Background: an optimization exercise with open tools, aiming at small area, a short achievable clock period and few clock cycles per item. Do not read the settings as production practice.
RTL that was checked went through simulation tests only; none was proved equivalent to the original.
Power is estimated from default activity; no workload was simulated.

Design fan_step_hysteresis_level, start of the top module:
module fan_step_hysteresis_level #(
	parameter int LEVELS = fshl_pkg::LEVELS_DEF
) (
	input  logic                           clk,
	input  logic                           arst_n,
	input  logic                           in_valid,
	output logic                           in_stall,
	input  fshl_pkg::temp_t                cpu_temp,
	input  fshl_pkg::temp_t                temp_regulator,
	input  fshl_pkg::temp_t                charger_temp,
	input  logic                           powered,
	output logic                           out_valid,
	input  logic                           out_stall,
	output logic [fshl_pkg::RPM_W-1:0]     target_rpm,
	output logic [fshl_pkg::LEVEL_W-1:0]   fan_level,
	input  logic                           cfg_valid,
	output logic                           cfg_ready,
	input  logic [fshl_pkg::CFG_IDX_W-1:0] cfg_index,
	input  logic [fshl_pkg::CFG_DATA_W-1:0] cfg_data
);
	localparam int LW = $clog2(LEVELS);
	fshl_pkg::level_word_t level_reg_q [LEVELS];
	logic [LEVELS-1:0]     level_ok_q;
	fshl_pkg::temp_t last_cpu_q, last_reg_q, last_chg_q;
	logic            last_ok_q;
	logic              s1_valid_q;
	logic              s1_fell_q, s1_rose_q;
	logic [LEVELS-1:0] s1_up_q, s1_dn_q;
	logic              s1_up_zero_q, s1_dn_zero_q;
	logic           s2_valid_q;
	logic [LW-1:0]  level_now_q;
	logic           out_valid_q;
	logic [LW-1:0]  fan_level_q;
	fshl_pkg::rpm_t rpm_q;
  ...
Size: ~480 flip-flops, ~0.021 mm^2 of cells after synthesis.
export LEC_CHECK = 0
export CAP_MARGIN = 20
export CORE_MARGIN = 2
export CORE_UTILIZATION = 45
export CTS_BUF_LIST = sky130_fd_sc_hd__clkbuf_16
export CTS_CLUSTER_DIAMETER = 70
export CTS_CLUSTER_SIZE = 28
export SETUP_SLACK_MARGIN = 3.0
export SLEW_MARGIN = 20
create_clock -name core_clock -period 5.0 [get_ports {clk}]
standard.sh (not shown) runs the stock make flow with config.mk's settings and CLKGATE_MAP_FILE= SYNTH_SCRIPT=/design/flow/synth_recipe.tcl, a recipe that flattens the netlist after the stock synthesis.
==> flow/flow/run.sh <==
#!/bin/bash
# Own layout flow: the standard layout (standard.sh, with its unchanged synthesis)
# run with extra ORFS settings, in a config file that includes the standard flow's config.mk:
#  - the port buffers that global placement inserts start as buf_1 instead of the default
#    buffer (repair still resizes any of them where slew, load or timing needs it);
#  - clock tree synthesis with the clustering of config.mk and no dummy loads.
# The make run's full output goes to flow_make.log in this folder.
set -euo pipefail
here=$(pwd)
{
	echo "include $here/config.mk"
	echo "export BUFFER_PORTS_ARGS = -buffer_cell sky130_fd_sc_hd__buf_1"
	echo "export CTS_ARGS = -sink_clustering_enable -repair_clock_nets -sink_clustering_size 28 -sink_clustering_max_diameter 70 -buf_list sky130_fd_sc_hd__clkbuf_16 -dont_use_dummy_load"
} > "$here/flow_config.mk"
sed "s#DESIGN_CONFIG=[^ ]*#DESIGN_CONFIG=$here/flow_config.mk#" standard.sh > own_standard.sh
bash own_standard.sh > flow_make.log 2>&1
Testbench counts at the start, summed over its fixed seeds: cycles 4,822, items 4,255.
Next try:
==> flow/flow/run.sh (replaced) <==
#!/bin/bash
# Own layout flow: the standard layout (standard.sh, with its unchanged synthesis)
# run with one extra ORFS setting, in a config file that includes the standard flow's config.mk:
# the port buffers that global placement inserts start as buf_1 instead of the default
# buffer (repair still resizes any of them where slew, load or timing needs it).
# The make run's full output goes to flow_make.log in this folder.
set -euo pipefail
here=$(pwd)
{
	echo "include $here/config.mk"
	echo "export BUFFER_PORTS_ARGS = -buffer_cell sky130_fd_sc_hd__buf_1"
} > "$here/flow_config.mk"
sed "s#DESIGN_CONFIG=[^ ]*#DESIGN_CONFIG=$here/flow_config.mk#" standard.sh > own_standard.sh
bash own_standard.sh > flow_make.log 2>&1
CORE_UTILIZATION = 55   (was 45)
CTS_CLUSTER_DIAMETER = 60   (was 70)
CTS_CLUSTER_SIZE = 24   (was 28)
First-iteration DRC count goes up by 6.5%.
Power goes up by 11%.
Global-route usage goes up by 5.9 points.
Cell area goes up by 1.9%.
Maximum frequency goes down by 6.6%.
Clock skew goes down by 0.022 ns.
Combinational power goes up by about 4%.
Hold slack is better by 0.018 ns.
Via count goes up by 2.0%.
Sequential power hardly moves.
Utilization goes up by 14 points.
Next try:
--- a/flow/flow/run.sh
+++ b/flow/flow/run.sh
@@ -11,0 +12 @@
+	echo "export SETUP_MOVE_SEQUENCE = unbuffer,sizeup,swap,clone"
CORE_UTILIZATION = 40   (was 55)
CTS_CLUSTER_DIAMETER = 70   (was 60)
CTS_CLUSTER_SIZE = 28   (was 24)
The new run completed with no timing, DRC or antenna violations; synthesized cell count does not change; area after synthesis stays the same; clock skew stays flat; non-clock buffer count shrinks by 82; global-route usage shrinks by 7.5 points; count of clock-buffer cells in the layout shrinks by 8; wire length grows by 2.8%; worst setup slack improved by 0.21 ns.
Next try:
--- a/flow/flow/run.sh
+++ b/flow/flow/run.sh
@@ -12 +11,0 @@
-	echo "export SETUP_MOVE_SEQUENCE = unbuffer,sizeup,swap,clone"
CTS_CLUSTER_DIAMETER = 60   (was 70)
CTS_CLUSTER_SIZE = 24   (was 28)
SETUP_SLACK_MARGIN = 3.5   (was 3.0)
=> The new run finished clean; utilization climbs by 7.2 points; sequential share of layout area falls by 7.6 points; critical path depth falls by 1; setup slack got worse by 0.13 ns; cell count came out higher by 8.9%; sequential cell count does not change; total power increases by 9.7%; design area increases by 15%; via count is higher by 12%; wire length climbs by 18%.
Next try:
--- a/flow/flow/run.sh
+++ b/flow/flow/run.sh
@@ -3,3 +3,4 @@
-# run with one extra ORFS setting, in a config file that includes the standard flow's config.mk:
-# the port buffers that global placement inserts start as buf_1 instead of the default
-# buffer (repair still resizes any of them where slew, load or timing needs it).
+# run with extra ORFS settings, in a config file that includes the standard flow's config.mk:
+#  - the port buffers that global placement inserts start as buf_1 instead of the default
+#    buffer (repair still resizes any of them where slew, load or timing needs it);
+#  - clock tree synthesis with the clustering of config.mk and no dummy loads.
@@ -11,0 +13 @@
+	echo "export CTS_ARGS = -sink_clustering_enable -repair_clock_nets -sink_clustering_size 28 -sink_clustering_max_diameter 70 -buf_list sky130_fd_sc_hd__clkbuf_16 -dont_use_dummy_load"
CTS_CLUSTER_DIAMETER = 70   (was 60)
CTS_CLUSTER_SIZE = 28   (was 24)
SETUP_SLACK_MARGIN = 3.0   (was 3.5)
Synthesized cell count does not change; hold slack is worse by 0.023 ns; sequential share of layout area is higher by 7.7 points; final cell count goes down by about 7%; critical path depth stays the same; global-route usage goes down by 3.8 points; sequential power is about the same; worst setup slack improved by 0.15 ns; synthesized area stays the same; die area does not change; core utilization goes down by 7.3 points.

* * *

Another version of the RTL of fan_step_hysteresis_level (not shown whole).
Size in the first run: about 1600 cells after synthesis, ~470 flip-flops, ~130 I/O pins.
clock: 5.0 ns
lec_check: 0
cap_margin: 20
core_margin: 2
core_utilization: 40
setup_slack_margin: 0
slew_margin: 20
run.sh (not shown) runs the stock make flow with config.mk's settings and CLKGATE_MAP_FILE= SYNTH_SCRIPT=/design/flow/synth_recipe.tcl, a recipe that flattens the netlist after the stock synthesis.
Stock flow here: none of the scripts above is used.
Then changed:
- SETUP_SLACK_MARGIN: 0 -> 3.0
Worst setup slack improves by 1.1 ns.
Die area is unchanged.
Hold slack gets better by 0.065 ns.
Final area grows by about 13%.
Synthesized cell count is unchanged.
Global-route usage went up by 3.3 points.
Sequential share of layout area is lower by 6.5 points.
No functional check of the RTL was part of any run of this note.

* * *

RTL: one of the versions met above, not the one the previous note started from.
Size in the first run: about 1,400 cells after synthesis, about 0.021 mm2 of cells after synthesis.
// fan_step_hysteresis_level
module fan_step_hysteresis_level #(
	parameter int LEVELS = fshl_pkg::LEVELS_DEF
) (
	input  logic                           clk,
	input  logic                           arst_n,
	input  logic                           in_valid,
	output logic                           in_stall,
	input  fshl_pkg::temp_t                cpu_temp,
	input  fshl_pkg::temp_t                temp_regulator,
	input  fshl_pkg::temp_t                charger_temp,
	input  logic                           powered,
	output logic                           out_valid,
	input  logic                           out_stall,
	output logic [fshl_pkg::RPM_W-1:0]     target_rpm,
	output logic [fshl_pkg::LEVEL_W-1:0]   fan_level,
	input  logic                           cfg_valid,
	output logic                           cfg_ready,
	input  logic [fshl_pkg::CFG_IDX_W-1:0] cfg_index,
	input  logic [fshl_pkg::CFG_DATA_W-1:0] cfg_data
);
	localparam int LW = $clog2(LEVELS);
	fshl_pkg::level_word_t level_reg_q [LEVELS];
	logic [LEVELS-1:0]     level_ok_q;
	fshl_pkg::temp_t last_cpu_q, last_reg_q, last_chg_q;
	logic            last_ok_q;
	logic              s1_valid_q;
	logic              s1_fell_q, s1_rose_q;
	logic [LEVELS-1:0] s1_up_q, s1_dn_q;
	logic              s1_up_zero_q, s1_dn_zero_q;
	logic           s2_valid_q;
	logic [LW-1:0]  level_now_q;
	logic           out_valid_q;
	logic [LW-1:0]  fan_level_q;
	fshl_pkg::rpm_t rpm_q;
	logic              in_acc, push, o_hold, s2_hold, s1_hold;
	logic              full_q;
	logic              fell, rose, fell_l, rose_l, fell_0, rose_0;
	logic              up_zero, dn_zero;
	logic [LEVELS-1:0] up_vec, dn_vec, s1_up_m, s1_dn_m;
	logic [1:0]        cmp_cpu, cmp_reg, cmp_chg;
	logic [LW-1:0]     lv_next;
	fshl_pkg::rpm_t    rpm_next;
	assign cfg_ready = 1'b1;
	assign o_hold    = out_valid_q && out_stall;
	assign s2_hold   = s2_valid_q && o_hold;
	assign s1_hold   = s1_valid_q && s2_hold;
	assign in_stall  = full_q && out_stall;
	assign in_acc    = in_valid && !in_stall;
	assign push      = in_acc && powered;
	for (genvar i = 0; i < LEVELS; i++) begin : g_tbl
		always_ff @(posedge clk) begin
			if (cfg_valid && (int'(cfg_index) == i)) begin
				level_reg_q[i] <= cfg_data;
			end
		end
	end
	always_ff @(posedge clk or negedge arst_n) begin
		if (!arst_n) begin
  ...
==> flow/config.mk <==
export PLATFORM = sky130hd
export DESIGN_NAME = fan_step_hysteresis_level
export DESIGN_NICKNAME = fan_step_hysteresis_level
export VERILOG_FILES = /design/flow/design.v
export SDC_FILE = /design/flow/constraint.sdc
export NUM_CORES = 4
export LEC_CHECK = 0
export CAP_MARGIN = 20
export CORE_MARGIN = 2
export CORE_UTILIZATION = 40
export CTS_BUF_LIST = sky130_fd_sc_hd__clkbuf_16
export CTS_CLUSTER_DIAMETER = 70
export CTS_CLUSTER_SIZE = 28
export PLACE_DENSITY = 0.5
export SETUP_SLACK_MARGIN = 3.0
export SLEW_MARGIN = 20
==> flow/constraint.sdc <==
create_clock -name core_clock -period 5.0 [get_ports {clk}]
set_input_delay 1.0000 -clock core_clock [delete_from_list [all_inputs] [get_ports {clk}]]
set_output_delay 1.0000 -clock core_clock [all_outputs]
set_load 0.01 [all_outputs]
standard.sh (not shown) runs the stock make flow with config.mk's settings and CLKGATE_MAP_FILE= SYNTH_SCRIPT=/design/flow/synth_recipe.tcl, a recipe that flattens the netlist after the stock synthesis.
==> flow/flow/run.sh <==
#!/bin/bash
# Own layout flow: the standard layout (standard.sh, with its unchanged synthesis)
# run with extra ORFS settings, in a config file that includes the standard flow's config.mk:
#  - the port buffers that global placement inserts start as buf_1 instead of the default
#    buffer (repair still resizes any of them where slew, load or timing needs it);
#  - clock tree synthesis with the clustering of config.mk and no dummy loads.
# The make run's full output goes to flow_make.log in this folder.
set -euo pipefail
here=$(pwd)
{
	echo "include $here/config.mk"
	echo "export BUFFER_PORTS_ARGS = -buffer_cell sky130_fd_sc_hd__buf_1"
	echo "export CTS_ARGS = -sink_clustering_enable -repair_clock_nets -sink_clustering_size 28 -sink_clustering_max_diameter 70 -buf_list sky130_fd_sc_hd__clkbuf_16 -dont_use_dummy_load"
} > "$here/flow_config.mk"
sed "s#DESIGN_CONFIG=[^ ]*#DESIGN_CONFIG=$here/flow_config.mk#" standard.sh > own_standard.sh
bash own_standard.sh > flow_make.log 2>&1
Testbench counts at the start, summed over its fixed seeds: cycles 4,822, items 4,255.
Next try:
==> flow/flow/run.sh (replaced) <==
#!/bin/bash
# Own layout flow: the standard layout (standard.sh, with its unchanged synthesis)
# run with one extra ORFS setting, in a config file that includes the standard flow's config.mk:
# the port buffers that global placement inserts start as buf_1 instead of the default
# buffer (repair still resizes any of them where slew, load or timing needs it).
# The make run's full output goes to flow_make.log in this folder.
set -euo pipefail
here=$(pwd)
{
	echo "include $here/config.mk"
	echo "export BUFFER_PORTS_ARGS = -buffer_cell sky130_fd_sc_hd__buf_1"
} > "$here/flow_config.mk"
sed "s#DESIGN_CONFIG=[^ ]*#DESIGN_CONFIG=$here/flow_config.mk#" standard.sh > own_standard.sh
bash own_standard.sh > flow_make.log 2>&1
--- a/flow/config.mk
+++ b/flow/config.mk
@@ -11,6 +11,5 @@
 export CTS_BUF_LIST = sky130_fd_sc_hd__clkbuf_16
-export CTS_CLUSTER_DIAMETER = 70
-export CTS_CLUSTER_SIZE = 28
-export PLACE_DENSITY = 0.5
-export SETUP_SLACK_MARGIN = 3.0
+export CTS_CLUSTER_DIAMETER = 60
+export CTS_CLUSTER_SIZE = 24
+export SETUP_SLACK_MARGIN = 2.7
 export SLEW_MARGIN = 20
The new run finished with timing, DRC and antenna clean.
Global-route usage came out lower by 1.2 points.
Setup slack improves by 0.029 ns.
First-iteration DRC count drops by 1.8%.
Next try:
==> flow/flow/run.sh (replaced) <==
#!/bin/bash
# Own layout flow: the standard layout (standard.sh, with its unchanged synthesis)
# run with extra ORFS settings, in a config file that includes the standard flow's config.mk:
#  - the port buffers that global placement inserts start as buf_1 instead of the default
#    buffer (repair still resizes any of them where slew, load or timing needs it);
#  - clock tree synthesis with the clustering of config.mk and no dummy loads.
# The make run's full output goes to flow_make.log in this folder.
set -euo pipefail
here=$(pwd)
{
	echo "include $here/config.mk"
	echo "export BUFFER_PORTS_ARGS = -buffer_cell sky130_fd_sc_hd__buf_1"
	echo "export CTS_ARGS = -sink_clustering_enable -repair_clock_nets -sink_clustering_size 28 -sink_clustering_max_diameter 70 -buf_list sky130_fd_sc_hd__clkbuf_16 -dont_use_dummy_load"
} > "$here/flow_config.mk"
sed "s#DESIGN_CONFIG=[^ ]*#DESIGN_CONFIG=$here/flow_config.mk#" standard.sh > own_standard.sh
bash own_standard.sh > flow_make.log 2>&1
--- a/flow/config.mk
+++ b/flow/config.mk
@@ -11,5 +11,6 @@
 export CTS_BUF_LIST = sky130_fd_sc_hd__clkbuf_16
-export CTS_CLUSTER_DIAMETER = 60
-export CTS_CLUSTER_SIZE = 24
-export SETUP_SLACK_MARGIN = 2.7
+export CTS_CLUSTER_DIAMETER = 70
+export CTS_CLUSTER_SIZE = 28
+export GPL_TIMING_DRIVEN = 0
+export SETUP_SLACK_MARGIN = 3.0
 export SLEW_MARGIN = 20
=>
- maximum frequency shrinks by about 4%
- synthesized cell count stays the same
- setup slack got worse by 0.10 ns
Next try:
--- a/flow/config.mk
+++ b/flow/config.mk
@@ -13,4 +13,3 @@
 export CTS_CLUSTER_SIZE = 28
-export GPL_TIMING_DRIVEN = 0
-export SETUP_SLACK_MARGIN = 3.0
+export SETUP_SLACK_MARGIN = 3.2
 export SLEW_MARGIN = 20
The new run completed without violations. Setup slack improves by 0.12 ns. Sequential cell count is unchanged. Total power hardly moves. Design area fell by 0.63%. Maximum frequency grows by 4.8%. Utilization shrinks by 0.31 points. Die area stays the same.
Next try:
--- a/flow/config.mk
+++ b/flow/config.mk
@@ -13,3 +13,4 @@
 export CTS_CLUSTER_SIZE = 28
-export SETUP_SLACK_MARGIN = 3.2
+export GPL_ROUTABILITY_DRIVEN = 0
+export SETUP_SLACK_MARGIN = 3.0
 export SLEW_MARGIN = 20
The changed run passed the timing, design-rule and antenna checks.
Final cell count rose by about 0.5%.
Synthesized area is unchanged.
Setup slack gets better by 0.019 ns.
Clock skew rose by 0.0033 ns.
Cell area is about the same.
Non-clock buffer count rose by 12.
Critical path depth does not change.
Die area is unchanged.
Routed wire length fell by 1.0%.
Power is about the same.
Next try:
==> flow/flow/run.sh (replaced) <==
#!/bin/bash
# Own layout flow: the standard layout (standard.sh, with its unchanged synthesis)
# run with one extra ORFS setting, in a config file that includes the standard flow's config.mk:
# the port buffers that global placement inserts start as buf_1 instead of the default
# buffer (repair still resizes any of them where slew, load or timing needs it).
# The make run's full output goes to flow_make.log in this folder.
set -euo pipefail
here=$(pwd)
{
	echo "include $here/config.mk"
	echo "export BUFFER_PORTS_ARGS = -buffer_cell sky130_fd_sc_hd__buf_1"
} > "$here/flow_config.mk"
sed "s#DESIGN_CONFIG=[^ ]*#DESIGN_CONFIG=$here/flow_config.mk#" standard.sh > own_standard.sh
bash own_standard.sh > flow_make.log 2>&1
--- a/flow/config.mk
+++ b/flow/config.mk
@@ -11,5 +11,4 @@
 export CTS_BUF_LIST = sky130_fd_sc_hd__clkbuf_16
-export CTS_CLUSTER_DIAMETER = 70
-export CTS_CLUSTER_SIZE = 28
-export GPL_ROUTABILITY_DRIVEN = 0
+export CTS_CLUSTER_DIAMETER = 60
+export CTS_CLUSTER_SIZE = 24
 export SETUP_SLACK_MARGIN = 3.0
What happened:
- die area is unchanged
- clock-buffer cell count rises by 8
- setup slack improved by 0.0049 ns
- design area rises by 1.4%
- routed wire length rises by 0.61%
- critical path depth stays the same
- sequential share of layout area falls by 0.82 points
- synthesized cell count stays the same
- hold slack improved by 0.0086 ns
- first-iteration DRC count falls by 13%

-- what the ideal ports hide --
In the flow no input, the clock included, has a driving cell. The finished layouts below were timed again as built, in two steps.
Step 1: set_driving_cell puts a clkbuf_16 on clk and a buf_2 on each other input, an assumption about the parent block.
Step 2 adds t to the input delays and takes it off the output delays; t is the mean of the earliest and latest rising clock arrival at the registers after step 1. Input paths then give back, and output paths get back, about the clock's delay inside the block.
Slacks: no drivers / after step 1 / after step 2; pairs: no drivers / after step 1.
| run | t (ns) | setup slack, ns | slew at the worst register clock pin (ns) |
|---|---|---|---|
| the first run of note 1 | 0.631 | 2.564 / 2.474 / 1.844 | 0.10 / 0.10 |
| the second run of note 1 | 0.601 | 2.393 / 2.377 / 1.775 | 0.09 / 0.09 |
| the third run of note 1 | 0.653 | 2.601 / 2.572 / 1.920 | 0.10 / 0.10 |
| the fourth run of note 1 | 0.617 | 2.475 / 2.468 / 1.851 | 0.10 / 0.10 |
| the fifth run of note 1 | 0.639 | 2.624 / 2.576 / 1.938 | 0.10 / 0.10 |
| the first run of note 2 | 0.650 | 1.370 / 1.370 / 1.022 | 0.06 / 0.06 |
| the second run of note 2 | 0.639 | 2.436 / 2.436 / 1.908 | 0.06 / 0.06 |
| the first run of note 3 | 0.606 | 2.549 / 2.461 / 1.855 | 0.09 / 0.09 |
| the second run of note 3 | 0.629 | 2.578 / 2.517 / 1.887 | 0.09 / 0.09 |
| the third run of note 3 | 0.640 | 2.478 / 2.478 / 1.838 | 0.11 / 0.11 |
| the fourth run of note 3 | 0.623 | 2.593 / 2.523 / 1.901 | 0.11 / 0.11 |
| the fifth run of note 3 | 0.631 | 2.612 / 2.565 / 1.934 | 0.10 / 0.10 |
| the sixth run of note 3 | 0.629 | 2.617 / 2.569 / 1.941 | 0.09 / 0.09 |
After both steps setup and hold are still met in every run listed. The setup slack of the first run of note 1, which loses most, moves by -0.090 ns with the drivers and by -0.720 ns with both steps.
